This is an optimization exercise on Yosys and OpenROAD, whose aim is small area, not a production implementation.
RTL that was checked went through simulation tests only; none was proved equivalent to the original.
No activity file was given, so power comes from the tool's default toggle rates.

==> inputs of run a <==
==> flow/design.v (excerpt) <==
module note_sequencer #(
    parameter int ADDR_W   = 8,
    parameter int DUR_W    = 10,
    parameter int TICK_DIV = 500
) (
    input  logic              clk,
    input  logic              rst,
    input  logic [2:0]        live_octave,
    input  logic [2:0]        live_note,
    input  logic              cmd_rec,
    input  logic              cmd_play,
    input  logic              cmd_stop,
    input  logic              loop_en,
    output logic [2:0]        out_octave,
    output logic [2:0]        out_note,
    output logic [1:0]        mode,
    output logic [ADDR_W:0]   rec_count,
    output logic              full
);
make LEC_CHECK=0 CAP_MARGIN=40 CORE_MARGIN=2 CORE_UTILIZATION=40 SLEW_MARGIN=30 finish   # period 10.0 ns
run.sh (not shown) runs the stock make flow with config.mk's settings and CLKGATE_MAP_FILE= SYNTH_SCRIPT=/design/flow/synth_recipe.tcl, a recipe that flattens the netlist after the stock synthesis.
==> run b: changes against run a <==
--- a/flow/design.v
+++ b/flow/design.v
@@ -1,22 +1,98 @@
 module note_ram #(
     parameter int ADDR_W = 8,
-    parameter int DATA_W = 16
+    parameter int DATA_W = 16,
+    parameter int DUR_W  = 10
 ) (
     input  logic              clk,
-    input  logic              we,
-    input  logic [ADDR_W-1:0] addr,
+    input  logic              rst,
+    input  logic              clr,      
+    input  logic              we,       
+    input  logic              first,    
     input  logic [DATA_W-1:0] wdata,
-    output logic [DATA_W-1:0] rdata
+    input  logic              cap,      
+    input  logic [ADDR_W-1:0] rd_idx,   
+    output logic [DATA_W-1:0] rdata     
 );
-    logic [DATA_W-1:0] mem [0:(1 << ADDR_W)-1];
-    always_ff @(posedge clk) begin
-        if (we) begin
-            mem[addr] <= wdata;
-        end
-        rdata <= mem[addr];
-    end
+    localparam int DEPTH = 1 << ADDR_W;
+    localparam int NPORT = 16;
+    localparam int PSTEP = DEPTH / NPORT;
+    localparam int PW    = $clog2(PSTEP);
+    localparam int QLEN  = PSTEP;
+    localparam int QW    = $clog2(QLEN);
+    logic [DEPTH-1:0][DATA_W-1:0] ring;
+    localparam int KEY_W = DATA_W - DUR_W;
+    logic [QLEN-1:0][KEY_W-1:0]   wq;      
+    logic [DUR_W-1:0]             wdur;    
+    logic [QLEN-1:0]              wv;      
+    logic [ADDR_W-1:0]            ph;
+    logic [ADDR_W-1:0]            wptr;    
+    logic [DATA_W-1:0]            e0;
+    logic [DATA_W-1:0]            nxt;
+    logic [ADDR_W-1:0]            wpos;
+    logic                         wr;
+    logic [QW-1:0]                old;
+    logic [DATA_W-1:0]            wd;
+    assign wpos = ph + ADDR_W'(1) - wptr;
+    assign wr   = (|wv) && (wpos[PW-1:0] == '0);
+    always_comb begin
+        old = '0;
+        for (int i = 0; i < QLEN; i++) begin
+            if (wv[i]) old = QW'(i);
+        end
+    end
+    assign wd = {wq[old], wdur};
+    always_ff @(posedge clk) begin
+        ph <= ph + ADDR_W'(1);
+    end
+    always_ff @(posedge clk) begin
+        for (int i = 0; i < DEPTH; i++) begin
+            if ((i % PSTEP) == 0 && wr && (wpos[ADDR_W-1:PW] == (ADDR_W-PW)'(i / PSTEP))) begin
+                ring[i] <= wd;
+            end else begin
+                ring[i] <= ring[(i + DEPTH - 1) % DEPTH];
+            end
+        end
+    end
+    always_ff @(posedge clk) begin
+        wq[0] <= wdata[DATA_W-1:DUR_W];
+        for (int i = 1; i < QLEN; i++) begin
+            wq[i] <= wq[i-1];
+        end
+    end
+    always_ff @(posedge clk) begin
+        if (rst || clr) begin
+            wv   <= '0;
+            wptr <= '0;
+        end else begin
+            wv[0] <= we;
+            for (int i = 1; i < QLEN; i++) begin
+                wv[i] <= wv[i-1] && !(wr && (old == QW'(i-1)));
+            end
+            if (wr) begin
+                wptr <= wptr + ADDR_W'(1);
+            end
+        end
+    end
+    always_ff @(posedge clk) begin
+        if (we && !(|wv)) begin
+            wdur <= wdata[DUR_W-1:0];
+        end else if (wr) begin
+            wdur <= DUR_W'(1);
+        end
+    end
+    always_ff @(posedge clk) begin
+        if (we && first) begin
+            e0 <= wdata;
+        end
+    end
+    always_ff @(posedge clk) begin
+        if (cap && (ph == rd_idx)) begin
+            nxt <= ring[DEPTH-1];
+        end
+    end
+    assign rdata = (rd_idx == '0) ? e0 : nxt;
 endmodule
 module note_sequencer #(
     parameter int ADDR_W   = 8,
     parameter int DUR_W    = 10,
     parameter int TICK_DIV = 500
@@ -62,11 +138,10 @@
     logic [DUR_W-1:0]   dur;
     logic [DUR_W-1:0]   rem;
     logic [ADDR_W-1:0]  rd_idx;
     logic               fetch_wait;
     logic               ram_we;
-    logic [ADDR_W-1:0]  ram_addr;
     logic [ENTRY_W-1:0] ram_wdata;
     logic [ENTRY_W-1:0] ram_rdata;
     logic start_rec;
     logic start_play;
     logic advance;
@@ -81,22 +156,25 @@
     assign dur_sat   = (dur == DUR_MAX);
     assign rec_last  = (rec_count == CNT_W'(DEPTH - 1));
     assign play_done = (state == ST_PLAY) && tick && (rem <= DUR_W'(1));
     assign has_next  = (({1'b0, rd_idx} + CNT_W'(1)) < rec_count);
     assign ram_wdata = {cur_octave, cur_note, (dur == '0) ? DUR_W'(1) : dur};
-    assign ram_addr  = (state == ST_REC) ? rec_count[ADDR_W-1:0] : rd_idx;
     assign mode      = (state == ST_REC) ? MODE_REC :
                        ((state == ST_FETCH) || (state == ST_PLAY)) ? MODE_PLAY : MODE_IDLE;
     note_ram #(
         .ADDR_W (ADDR_W),
         .DATA_W (ENTRY_W)
     ) u_ram (
-        .clk   (clk),
-        .we    (ram_we),
-        .addr  (ram_addr),
-        .wdata (ram_wdata),
-        .rdata (ram_rdata)
+        .clk    (clk),
+        .rst    (rst),
+        .clr    (start_rec),
+        .we     (ram_we),
+        .first  (rec_count == '0),
+        .wdata  (ram_wdata),
+        .cap    (state == ST_PLAY),
+        .rd_idx (rd_idx),
+        .rdata  (ram_rdata)
     );
     always_ff @(posedge clk) begin
         if (rst) begin
             state <= ST_IDLE;
         end else begin
--- a/flow/config.mk
+++ b/flow/config.mk
@@ -6,6 +6,8 @@
 export NUM_CORES = 4
 export LEC_CHECK = 0
 export CAP_MARGIN = 40
 export CORE_MARGIN = 2
 export CORE_UTILIZATION = 40
+export CTS_CLUSTER_DIAMETER = 50
+export CTS_CLUSTER_SIZE = 24
 export SLEW_MARGIN = 30
==> run c: changes against run a <==
--- a/flow/design.v
+++ b/flow/design.v
@@ -1,22 +1,139 @@
 module note_ram #(
     parameter int ADDR_W = 8,
-    parameter int DATA_W = 16
+    parameter int DATA_W = 16,
+    parameter int DUR_W  = 10
 ) (
     input  logic              clk,
-    input  logic              we,
-    input  logic [ADDR_W-1:0] addr,
+    input  logic              rst,
+    input  logic              clr,      
+    input  logic              we,       
+    input  logic              first,    
     input  logic [DATA_W-1:0] wdata,
-    output logic [DATA_W-1:0] rdata
+    input  logic              cap,      
+    input  logic [ADDR_W-1:0] rd_idx,   
+    output logic [DATA_W-1:0] rdata     
 );
-    logic [DATA_W-1:0] mem [0:(1 << ADDR_W)-1];
-    always_ff @(posedge clk) begin
-        if (we) begin
-            mem[addr] <= wdata;
-        end
-        rdata <= mem[addr];
-    end
+    localparam int NSLOT = (1 << ADDR_W) - 1;
+    localparam int PW    = 4;
+    localparam int PSTEP = 1 << PW;
+    localparam int NPORT = 16;
+    localparam int QLEN  = PSTEP;
+    localparam int QW    = PW;
+    localparam int KEY_W = DATA_W - DUR_W;
+    localparam logic [ADDR_W-1:0] LAST = ADDR_W'(NSLOT - 1);
+    localparam int DPORT0 = 8;
+    localparam int DPORT1 = 136;
+    logic [NSLOT-1:0][DATA_W-1:0] ring;
+    logic [QLEN-1:0][KEY_W-1:0]   wq;      
+    logic [QLEN-1:0]              wv;      
+    logic [DUR_W-1:0]             wdur;    
+    logic                         dpend;   
+    logic                         dkw;     
+    logic [ADDR_W-1:0]            dpos;    
+    logic [ADDR_W-1:0]            ph;      
+    logic [ADDR_W-1:0]            wpos;    
+    logic [DATA_W-1:0]            e0;
+    logic [DATA_W-1:0]            nxt;
+    logic                         wr;
+    logic [QW-1:0]                old;
+    logic [KEY_W-1:0]             wkey;
+    logic [ADDR_W-1:0]            wpos_inc;
+    logic                         dwr;
+    logic                         dlong;
+    assign wr       = (|wv) && (wpos[PW-1:0] == '0);
+    assign wpos_inc = (wpos == LAST) ? '0 : wpos + ADDR_W'(1);
+    assign dwr      = dpend && dkw && (dpos[ADDR_W-2:0] == (ADDR_W-1)'(DPORT0));
+    assign dlong    = we && !first && (wdata[DUR_W-1:1] != '0);
+    always_comb begin
+        old = '0;
+        for (int i = 0; i < QLEN; i++) begin
+            if (wv[i]) old = QW'(i);
+        end
+    end
+    assign wkey = wq[old];
+    always_ff @(posedge clk) begin
+        if (clr) begin
+            ph   <= '0;
+            wpos <= '0;
+        end else begin
+            ph <= (ph == LAST) ? '0 : ph + ADDR_W'(1);
+            if (!wr) begin
+                wpos <= wpos_inc;
+            end
+        end
+    end
+    always_ff @(posedge clk) begin
+        for (int i = 0; i < NSLOT; i++) begin
+            if ((i % PSTEP) == 0) begin
+                if (wr && (wpos[ADDR_W-1:PW] == (ADDR_W-PW)'(i / PSTEP))) begin
+                    ring[i] <= {wkey, DUR_W'(1)} ^ {DATA_W{((i / PSTEP) % 2) == 0}};
+                end else begin
+                    ring[i] <= ~ring[(i + NSLOT - 1) % NSLOT];
+                end
+            end else if (i == DPORT0 || i == DPORT1) begin
+                if (dwr && (dpos[ADDR_W-1] == (i == DPORT1))) begin
+                    ring[i] <= (ring[i-1] & {{KEY_W{1'b1}}, {DUR_W{1'b0}}}) | {{KEY_W{1'b0}}, ~wdur};
+                end else begin
+                    ring[i] <= ring[i-1];
+                end
+            end else begin
+                ring[i] <= ring[(i + NSLOT - 1) % NSLOT];
+            end
+        end
+    end
+    always_ff @(posedge clk) begin
+        wq[0] <= wdata[DATA_W-1:DUR_W];
+        for (int i = 1; i < QLEN; i++) begin
+            wq[i] <= wq[i-1];
+        end
+    end
+    always_ff @(posedge clk) begin
+        if (rst || clr) begin
+            wv <= '0;
+        end else begin
+            wv[0] <= we && !first;
+            for (int i = 1; i < QLEN; i++) begin
+                wv[i] <= wv[i-1] && !(wr && (old == QW'(i-1)));
+            end
+        end
+    end
+    always_ff @(posedge clk) begin
+        if (rst || clr) begin
+            dpend <= 1'b0;
+            dkw   <= 1'b0;
+        end else if (dlong) begin
+            dpend <= 1'b1;
+            dkw   <= 1'b0;
+        end else begin
+            if (wr) begin
+                dkw <= 1'b1;
+            end
+            if (dwr) begin
+                dpend <= 1'b0;
+            end
+        end
+    end
+    always_ff @(posedge clk) begin
+        if (dlong) begin
+            wdur <= wdata[DUR_W-1:0];
+            dpos <= wpos_inc;
+        end else begin
+            dpos <= (dpos == LAST) ? '0 : dpos + ADDR_W'(1);
+        end
+    end
+    always_ff @(posedge clk) begin
+        if (we && first) begin
+            e0 <= wdata;
+        end
+    end
+    always_ff @(posedge clk) begin
+        if (cap && (ph == rd_idx)) begin
+            nxt <= ring[NSLOT-1];
+        end
+    end
+    assign rdata = (rd_idx == '0) ? e0 : nxt;
 endmodule
 module note_sequencer #(
     parameter int ADDR_W   = 8,
     parameter int DUR_W    = 10,
     parameter int TICK_DIV = 500
@@ -62,11 +179,10 @@
     logic [DUR_W-1:0]   dur;
     logic [DUR_W-1:0]   rem;
     logic [ADDR_W-1:0]  rd_idx;
     logic               fetch_wait;
     logic               ram_we;
-    logic [ADDR_W-1:0]  ram_addr;
     logic [ENTRY_W-1:0] ram_wdata;
     logic [ENTRY_W-1:0] ram_rdata;
     logic start_rec;
     logic start_play;
     logic advance;
@@ -79,24 +195,28 @@
     assign tick      = (presc == PRESC_TOP);
     assign live_chg  = ({live_octave, live_note} != {cur_octave, cur_note});
     assign dur_sat   = (dur == DUR_MAX);
     assign rec_last  = (rec_count == CNT_W'(DEPTH - 1));
     assign play_done = (state == ST_PLAY) && tick && (rem <= DUR_W'(1));
-    assign has_next  = (({1'b0, rd_idx} + CNT_W'(1)) < rec_count);
+    assign has_next  = (({1'b0, rd_idx} + CNT_W'(1)) != rec_count);
+    assign rem       = dur;
     assign ram_wdata = {cur_octave, cur_note, (dur == '0) ? DUR_W'(1) : dur};
-    assign ram_addr  = (state == ST_REC) ? rec_count[ADDR_W-1:0] : rd_idx;
     assign mode      = (state == ST_REC) ? MODE_REC :
                        ((state == ST_FETCH) || (state == ST_PLAY)) ? MODE_PLAY : MODE_IDLE;
     note_ram #(
         .ADDR_W (ADDR_W),
         .DATA_W (ENTRY_W)
     ) u_ram (
-        .clk   (clk),
-        .we    (ram_we),
-        .addr  (ram_addr),
-        .wdata (ram_wdata),
-        .rdata (ram_rdata)
+        .clk    (clk),
+        .rst    (rst),
+        .clr    (start_rec),
+        .we     (ram_we),
+        .first  (rec_count == '0),
+        .wdata  (ram_wdata),
+        .cap    (state == ST_PLAY),
+        .rd_idx (rd_idx),
+        .rdata  (ram_rdata)
     );
     always_ff @(posedge clk) begin
         if (rst) begin
             state <= ST_IDLE;
         end else begin
@@ -173,51 +293,55 @@
     end
     always_ff @(posedge clk) begin
         if (rst) begin
             cur_octave <= '0;
             cur_note   <= NOTE_REST;
-            dur        <= '0;
             rec_count  <= '0;
             full       <= 1'b0;
         end else if (start_rec) begin
             cur_octave <= live_octave;
             cur_note   <= live_note;
-            dur        <= '0;
             rec_count  <= '0;
             full       <= 1'b0;
         end else if (state == ST_REC) begin
             if (ram_we) begin
                 rec_count  <= rec_count + CNT_W'(1);
                 full       <= rec_last;
                 cur_octave <= live_octave;
                 cur_note   <= live_note;
-                dur        <= '0;
+            end
+        end
+    end
+    always_ff @(posedge clk) begin
+        if (rst || start_rec) begin
+            dur <= '0;
+        end else if (state == ST_REC) begin
+            if (ram_we) begin
+                dur <= '0;
             end else if (tick) begin
                 dur <= dur + DUR_W'(1);
             end
+        end else if (load_entry) begin
+            dur <= ram_rdata[DUR_W-1:0];
+        end else if ((state == ST_PLAY) && tick && (rem != '0)) begin
+            dur <= rem - DUR_W'(1);
         end
     end
     always_ff @(posedge clk) begin
         if (rst) begin
             rd_idx     <= '0;
             fetch_wait <= 1'b0;
-            rem        <= '0;
         end else begin
             if (start_play) begin
                 rd_idx <= '0;
             end else if (advance) begin
                 rd_idx <= rd_idx + ADDR_W'(1);
             end
             if (start_play || advance) begin
                 fetch_wait <= 1'b0;
             end else if (state == ST_FETCH) begin
                 fetch_wait <= 1'b1;
-            end
-            if (load_entry) begin
-                rem <= ram_rdata[DUR_W-1:0];
-            end else if ((state == ST_PLAY) && tick && (rem != '0)) begin
-                rem <= rem - DUR_W'(1);
             end
         end
     end
     always_ff @(posedge clk) begin
         if (rst) begin
==> flow/config.mk (replaced) <==
export PLATFORM = sky130hd
export DESIGN_NAME = note_sequencer
export DESIGN_NICKNAME = note_sequencer
export VERILOG_FILES = /design/flow/design.v
export SDC_FILE = /design/flow/constraint.sdc
export NUM_CORES = 4
export LEC_CHECK = 0
export CAP_MARGIN = 20
export CORE_MARGIN = 2
export CORE_UTILIZATION = 40
export CTS_CLUSTER_DIAMETER = 100
export CTS_CLUSTER_SIZE = 30
export SLEW_MARGIN = 20
export SYNTH_HIERARCHICAL = 1
==> summary.txt <==
Reported leakage power: run a 54.8 nW; run b 41.2 nW; run c 40.7 nW
Routed WL: run a 454 mm; run b 141 mm; run c 131 mm
Worst slack on hold paths: run a 0.489 ns; run b 0.283 ns; run c 0.316 ns
Syn_nets: run a 8,946; run b 5,529; run c 5,535
Seq_cells: run a 4,174; run b 4,328; run c 4,312
Relative contribution of combinational cells to total power: run a 2.3%; run b 0.4%; run c 0.9%
YS warnings: run a 2; run b 2; run c 8
Area added between synthesis and finish: run a 14.7%; run b 11.2%; run c 8.99%
Sw power: run a 0.00710 W; run b 0.00526 W; run c 0.00494 W
Clock network fraction of design power: run a 43.0%; run b 34.9%; run c 30.9%
EDFF count, synth: run a 4,096; run b 42; run c 42
Post-Syn Instances: run a 8,917; run b 5,490; run c 5,507
FF-to-FF path depth: run a 9; run b 11; run c 6
Final weighted congestion of routability-driven global placement: run a 0.976; run b 0.790; run c 0.788
Combined flip-flop and latch cell area: run a 125,000 sq um; run b 87,100 sq um; run c 86,700 sq um
Result of the run: run a finished clean; run b finished clean; run c finished clean
Cell row count: run a 228; run b 178; run c 178
Setup slack at placement: run a 3.79 ns; run b 5.40 ns; run c 5.21 ns
Sequential power: run a 0.0191 W; run b 0.0173 W; run c 0.0173 W
Clk slew on worst S/H paths: run a 0.06 ns; run b 0.09 ns; run c 0.11 ns
Dominant synthesized flop cell: run a sky130_fd_sc_hd__edfxtp_1; run b sky130_fd_sc_hd__dfxtp_1; run c sky130_fd_sc_hd__dfxtp_1
Avg Inst Size Synth: run a 17.3 sq um; run b 17.3 sq um; run c 17.1 sq um
The RTL of run b was laid out without a check of its function.

==> what the ideal ports hide <==
In the flow no input, the clock included, has a driving cell. The finished layouts below were timed again as built, in two steps.
Step 1: set_driving_cell puts a clkbuf_16 on clk and a buf_2 on each other input, an assumption about the parent block.
Step 2 adds t to the input delays and takes it off the output delays; t is the mean of the earliest and latest rising clock arrival at the registers after step 1. Input paths then give back, and output paths get back, about the clock's delay inside the block.
a / b / c = ideal / step 1 / step 2; a / b = the first two.
| run | t (ns) | setup WS [ns] | hold slack, ns | worst setup path after step 2 | slew at the worst register clock pin (ns) |
|---|---|---|---|---|---|
| run a | 1.069 | 4.306 / 4.306 / 3.680 | 0.489 / 0.489 / 0.489 | input to register | 0.07 / 0.07 |
| run b | 0.900 | 5.350 / 5.271 / 5.426 | 0.283 / 0.283 / 0.283 | input to register | 0.09 / 0.09 |
| run c | 0.897 | 4.513 / 4.431 / 5.180 | 0.316 / 0.316 / 0.316 | input to register | 0.12 / 0.12 |
After both steps setup and hold are still met in every run listed. For run a, which loses most, drivers alone change the setup slack by 0.000 ns; drivers and shift together by -0.626 ns.
